This design comes from an exercise in tuning for small area on the open sky130 flow, not from production work. Only simulation tests tie the RTL to the original design; equivalence was not proved. No activity file was given, so power comes from the tool's default toggle rates.

== T ==
// spectrum_renderer
module spectrum_renderer
#(
    parameter int NBINS = spectrum_pkg::NBINS,
    parameter int MAG_W = spectrum_pkg::MAG_W
) (
    input  logic             vgaclk,
    input  logic             rst_n,
    input  logic [9:0]       x_in,
    input  logic [9:0]       y_in,
    input  logic             hsync_in,
    input  logic             vsync_in,
    input  logic             bin_valid,
    output logic             bin_ready,
    input  logic [5:0]       bin_idx,
    input  logic [MAG_W-1:0] bin_mag,
    input  logic             bin_last,
    output logic             hsync_out,
    output logic             vsync_out,
    output logic [3:0]       red,
    output logic [3:0]       green,
    output logic [3:0]       blue,
    output logic             frame_pending
);
Settings: LEC_CHECK=0, ABC_AREA=1, CAP_MARGIN=30, CORE_MARGIN=2, CORE_UTILIZATION=40, SLEW_MARGIN=20, CTS_ARGS=-sink_clustering_enable -repair_clock_nets -dont_use_dummy_load -buf_list sky130_fd_sc_hd__clkbuf_8 -sink_clustering_size 18 -sink_clustering_max_diameter 60, BUFFER_PORTS_ARGS=-buffer_cell sky130_fd_sc_hd__buf_1; clock period 10.0 ns.
standard.sh (not shown) runs the stock make flow with config.mk's settings and CLKGATE_MAP_FILE= SYNTH_SCRIPT=/design/flow/synth_recipe.tcl, a recipe that flattens the netlist after the stock synthesis.
==> flow/flow/run.sh <==
#!/bin/bash
# Layout flow: the standard flow (standard.sh, unchanged synthesis and
# steps), with two settings changed:
#  - clock tree synthesis uses clkbuf_8 leaf buffers over clusters of up to
#    18 flip-flops (60 um across) and adds no dummy loads;
#  - the buffer placed on every input and output port is a buf_1 (the
#    default pick is the larger clkdlybuf4s50_1); repair may still resize it.
set -e
cd "$(dirname "$0")/.."
CTS="-sink_clustering_enable -repair_clock_nets -dont_use_dummy_load"
CTS="$CTS -buf_list sky130_fd_sc_hd__clkbuf_8"
CTS="$CTS -sink_clustering_size 18 -sink_clustering_max_diameter 60"
export CTS_ARGS="$CTS"
export BUFFER_PORTS_ARGS="-buffer_cell sky130_fd_sc_hd__buf_1"
echo "export CTS_ARGS = $CTS" >> config.mk
echo "export BUFFER_PORTS_ARGS = $BUFFER_PORTS_ARGS" >> config.mk
bash standard.sh > standard.log 2>&1
Modified inputs, Q compared to T
Settings: swapping -sink_clustering_enable -repair_clock_nets -dont_use_dummy_load -buf_list sky130_fd_sc_hd__clkbuf_8 -sink_clustering_size 18 -sink_clustering_max_diameter 60 for -sink_clustering_enable -repair_clock_nets -dont_use_dummy_load -buf_list sky130_fd_sc_hd__clkbuf_8 -sink_clustering_size 15 -sink_clustering_max_diameter 50 in CTS_ARGS; clearing BUFFER_PORTS_ARGS, which used to be -buffer_cell sky130_fd_sc_hd__buf_1.
==> flow/flow/run.sh <==
#!/bin/bash
# Layout flow: the standard flow (standard.sh, unchanged synthesis and
# steps), with clock tree synthesis told to use clkbuf_8 leaf buffers over
# clusters of up to 15 flip-flops and to add no dummy loads.
set -e
cd "$(dirname "$0")/.."
CTS="-sink_clustering_enable -repair_clock_nets -dont_use_dummy_load"
CTS="$CTS -buf_list sky130_fd_sc_hd__clkbuf_8"
CTS="$CTS -sink_clustering_size 15 -sink_clustering_max_diameter 50"
export CTS_ARGS="$CTS"
echo "export CTS_ARGS = $CTS" >> config.mk
bash standard.sh > standard.log 2>&1
Worst setup slack after placement delta (Q − T): unfavourable
Power: Q > T
In the tables for T and Q, final clock period utilization by the worst path reads lower with T.
Clock-pin slew of the registers on the worst-case setup and hold paths, T and Q: lower on Q
Q completed end to end with timing, DRC and antenna clean.
Delta (Q minus T): relative contribution of sequential cells to total power decreased 1.8 points; number of clock buffer instances in the layout increased about 27%; number of vias per cell after detailed routing essentially unchanged.


job 2813:
spectrum_renderer, a different RTL version from the one above (not shown whole).
Size in the first run: roughly 1100 flip-flops, about 57 I/O pins, roughly 29000 sq um of cells after synthesis.
==> flow/config.mk <==
export PLATFORM = sky130hd
export DESIGN_NAME = spectrum_renderer
export DESIGN_NICKNAME = spectrum_renderer
export VERILOG_FILES = /design/flow/design.v
export SDC_FILE = /design/flow/constraint.sdc
export NUM_CORES = 4
export LEC_CHECK = 0
export ABC_AREA = 1
export CAP_MARGIN = 10
export CORE_MARGIN = 2
export CORE_UTILIZATION = 78
export SLEW_MARGIN = 10
export CTS_ARGS = -sink_clustering_enable -repair_clock_nets -dont_use_dummy_load -buf_list sky130_fd_sc_hd__clkbuf_8 -sink_clustering_size 18 -sink_clustering_max_diameter 60
export BUFFER_PORTS_ARGS = -buffer_cell sky130_fd_sc_hd__buf_1
==> flow/constraint.sdc <==
create_clock -name core_clock -period 10.0 [get_ports {vgaclk}]
set_input_delay 2.0000 -clock core_clock [delete_from_list [all_inputs] [get_ports {vgaclk}]]
set_output_delay 2.0000 -clock core_clock [all_outputs]
set_load 0.01 [all_outputs]
==> flow/flow/run.sh <==
#!/bin/bash
# Layout flow: the standard flow (standard.sh: the standard flow's synthesis script
# and ORFS's steps), with four changes:
#  - ABC maps the logic with flow/abc_area.script (area-oriented amap instead
#    of map plus buffering and sizing); ORFS's scripts are copied into this
#    folder with that one file replaced and SCRIPTS_DIR points at the copy.
#    Registers are mapped by Yosys as before; only the gates differ.
#  - Yosys leaves adders and comparators to ABC instead of mapping them to
#    the library's half/full adder cells (ADDER_MAP_FILE is left empty);
#  - clock tree synthesis uses clkbuf_8 leaf buffers over clusters of up to
#    18 flip-flops (60 um across) and adds no dummy loads;
#  - the buffer placed on every input and output port is a buf_1 (the
#    default pick is the larger clkdlybuf4s50_1); repair may still resize it.
# standard.sh's full output goes to standard.log; ORFS's per-step logs are
# under orfs/logs/.
set -e
cd "$(dirname "$0")/.."
rm -rf scripts_amap
cp -r "$FLOW_HOME/scripts" scripts_amap
cp flow/abc_area.script scripts_amap/abc_area.script
export SCRIPTS_DIR="$PWD/scripts_amap"
export ADDER_MAP_FILE=
CTS="-sink_clustering_enable -repair_clock_nets -dont_use_dummy_load"
CTS="$CTS -buf_list sky130_fd_sc_hd__clkbuf_8"
CTS="$CTS -sink_clustering_size 18 -sink_clustering_max_diameter 60"
export CTS_ARGS="$CTS"
export BUFFER_PORTS_ARGS="-buffer_cell sky130_fd_sc_hd__buf_1"
echo "export CTS_ARGS = $CTS" >> config.mk
echo "export BUFFER_PORTS_ARGS = $BUFFER_PORTS_ARGS" >> config.mk
bash standard.sh > standard.log 2>&1
==> flow/flow/abc_area.script <==
strash
dch -f
amap
topo
Job 2813 finished end to end and its layout was clean on timing, DRC and antenna.
Modified inputs, job 8242 compared to job 2813
- changing SLEW_MARGIN from 10 to 20
- changing CORE_UTILIZATION from 78 to 65
- changing CAP_MARGIN from 10 to 30
diff --git a/flow/flow/run.sh b/flow/flow/run.sh
--- a/flow/flow/run.sh
+++ b/flow/flow/run.sh
@@ -2,3 +2,3 @@
 # Layout flow: the standard flow (standard.sh: the standard flow's synthesis script
-# and ORFS's steps), with four changes:
+# and ORFS's steps), with three changes:
 #  - ABC maps the logic with flow/abc_area.script (area-oriented amap instead
@@ -7,4 +7,2 @@
 #    Registers are mapped by Yosys as before; only the gates differ.
-#  - Yosys leaves adders and comparators to ABC instead of mapping them to
-#    the library's half/full adder cells (ADDER_MAP_FILE is left empty);
 #  - clock tree synthesis uses clkbuf_8 leaf buffers over clusters of up to
@@ -21,3 +19,2 @@
 export SCRIPTS_DIR="$PWD/scripts_amap"
-export ADDER_MAP_FILE=
 CTS="-sink_clustering_enable -repair_clock_nets -dont_use_dummy_load"
Findings:
The share of the cycle needed by the critical path after routing number comes out lower for job 8242 vs job 2813. The part of the total power dissipated in sequential elements of job 8242 is lower than that of job 2813. [job 8242 vs job 2813] fraction of area in multi-input gates: higher in job 8242. What job 2813 reported for die area has to be multiplied by 1.2 to get the figure for job 8242.
For job 2420, these inputs were changed with respect to job 8242:
- CAP_MARGIN now 10, was 30
- SLEW_MARGIN now 10, was 20
### Flow results
Job 2420 ended up with u_buf.bank1_q[31][8]$_DFF_P_ as its worst setup path endpoint; job 8242 ended up with u_buf.bank0_q[20][8]$_DFF_P_. From job 8242 to job 2420, post-cts repair resize count did not move at all. Between job 2420 and job 8242, it is job 2420 whose delay of the slowest cell on the worst path is higher, by 0.28 ns. Sequential portion of the cell area in job 2420 vs job 8242: up 0.34 points. sky130_fd_sc_hd__nor2_1 as the worst-path cell with the longest stage delay was reported by job 8242, and sky130_fd_sc_hd__a21oi_2 by job 2420.
What job 2977 does differently from job 2420 at the input level:
diff --git a/flow/flow/run.sh b/flow/flow/run.sh
--- a/flow/flow/run.sh
+++ b/flow/flow/run.sh
@@ -2,3 +2,3 @@
 # Layout flow: the standard flow (standard.sh: the standard flow's synthesis script
-# and ORFS's steps), with three changes:
+# and ORFS's steps), with four changes:
 #  - ABC maps the logic with flow/abc_area.script (area-oriented amap instead
@@ -7,2 +7,4 @@
 #    Registers are mapped by Yosys as before; only the gates differ.
+#  - Yosys leaves adders and comparators to ABC instead of mapping them to
+#    the library's half/full adder cells (ADDER_MAP_FILE is left empty);
 #  - clock tree synthesis uses clkbuf_8 leaf buffers over clusters of up to
@@ -19,2 +21,3 @@
 export SCRIPTS_DIR="$PWD/scripts_amap"
+export ADDER_MAP_FILE=
 CTS="-sink_clustering_enable -repair_clock_nets -dont_use_dummy_load"
Notes after the runs:
From job 2420 to job 2977 the numbers moved as follows: hold slack has increased, compound-gate portion of the synthesized area shows an increase of 0.48 points.
On job 2977: share of total power in combinational logic is 4.5 points lower than what job 2420 gave.
Compared with job 2420, job 2977 shows a count of inverters not on the clock network in the layout that is about 4.4% lower.
Lower met2 routed wirelength was reported by job 2977, not job 2420.
Of job 2977 and job 2420, job 2420 shows the higher sequential power, with job 2977 below it.
Area of the placeable core in job 2977 is about 2% below job 2420.
[compare] base=job 2420 new=job 2977: xor and xnor area share after synthesis has remained practically unchanged, total power after layout has decreased.


== JK ==
Another version of the RTL of spectrum_renderer (not shown whole).
Size in the first run: about 3800 cells after synthesis, about 57 I/O pins, about 0.035 mm^2 of cells after synthesis.
clock: 10.0 ns
lec_check: 0
abc_area: 1
cap_margin: 30
core_margin: 2
core_utilization: 60
cts_buf_list: sky130_fd_sc_hd__clkbuf_4 sky130_fd_sc_hd__clkbuf_8
cts_cluster_size: 20
slew_margin: 20
run.sh (not shown) runs the stock make flow with config.mk's settings and CLKGATE_MAP_FILE= SYNTH_SCRIPT=/design/flow/synth_recipe.tcl, a recipe that flattens the netlist after the stock synthesis.
Stock flow here: none of the scripts above is used.
JK completed every stage of the flow, and the final layout passed the timing, DRC and antenna checks.
diff inputs: JK => MS
--- a/flow/config.mk
+++ b/flow/config.mk
@@ -11,3 +11 @@
-export CORE_UTILIZATION = 60
-export CTS_BUF_LIST = sky130_fd_sc_hd__clkbuf_4 sky130_fd_sc_hd__clkbuf_8
-export CTS_CLUSTER_SIZE = 20
+export CORE_UTILIZATION = 40
==> run summary <==
- MS: done, clean on timing, DRC and antenna
- Diff JK -> MS: setup slack after placement picked up an extra 0.027 ns, total length of routed met2 wires did not really move, clock group total power up about 6.6%, clock buffer instance count of the final layout moved down, count of non-filler cells in the finished layout +279.
- The clock insertion delay at the later pin of the skew report in MS sits 0.14 ns below the value recorded for JK.
- Cell area | MS vs JK | MS larger
- When MS is set beside JK, its count of placed standard cells including taps turns out to be 383 larger.
- Against JK, MS comes in 22 points lower on utilization.
- Diff JK and MS: share of cell area taken by multi-input logic gates higher in JK
- Routed wire in MS totals less than in JK.
#### Input delta (AL over MS)
--- a/flow/config.mk
+++ b/flow/config.mk
@@ -11,0 +12,2 @@
+export CTS_BUF_LIST = sky130_fd_sc_hd__clkbuf_8
+export CTS_CLUSTER_SIZE = 30
Notes after the runs:
AL ended up with a higher wire length than MS did. [AL] global-route usage rose 0.29 points relative to MS. Lower count of nets after finishing goes to MS over AL. Share of total power in the clock network for AL: 2.3 points down relative to MS. AL: minimum clock period after layout is 0.15 ns lower than what MS reported.

-- port drivers added, routing unchanged --
No port has a modelled driver above. Below, the same layouts with a new extraction and two added sets of constraints.
Step 1: set_driving_cell puts a clkbuf_16 on vgaclk and a buf_2 on each other input, an assumption about the parent block.
Step 2 times the ports against the registers' clock, not the clock port: input delays grow and output delays shrink by t, the midpoint of the rising clock arrivals with the driver on.
Three values: ideal ports, drivers, drivers and shift; two values: the first two.
run	t (ns)	setup WS [ns]	worst setup path at the end	slew at the worst register clock pin (ns)
T	0.687	4.534 / 4.574 / 3.887	input to register	0.11 / 0.11
Q	0.734	4.168 / 4.195 / 3.461	input to register	0.10 / 0.10
job 2813	0.698	1.894 / 1.925 / 1.228	input to register	0.11 / 0.11
job 8242	0.715	2.288 / 2.317 / 1.602	input to register	0.11 / 0.11
job 2420	0.698	2.109 / 2.139 / 1.441	input to register	0.11 / 0.11
job 2977	0.714	1.961 / 1.985 / 1.271	input to register	0.11 / 0.11
JK	0.868	4.006 / 4.048 / 3.180	input to register	0.07 / 0.07
MS	0.736	3.921 / 3.960 / 3.225	input to register	0.07 / 0.07
AL	0.865	4.066 / 4.107 / 3.242	input to register	0.07 / 0.07
After both steps every run listed still meets setup and hold. The setup slack of JK, which loses most, moves by +0.042 ns with the drivers and by -0.826 ns with both steps.
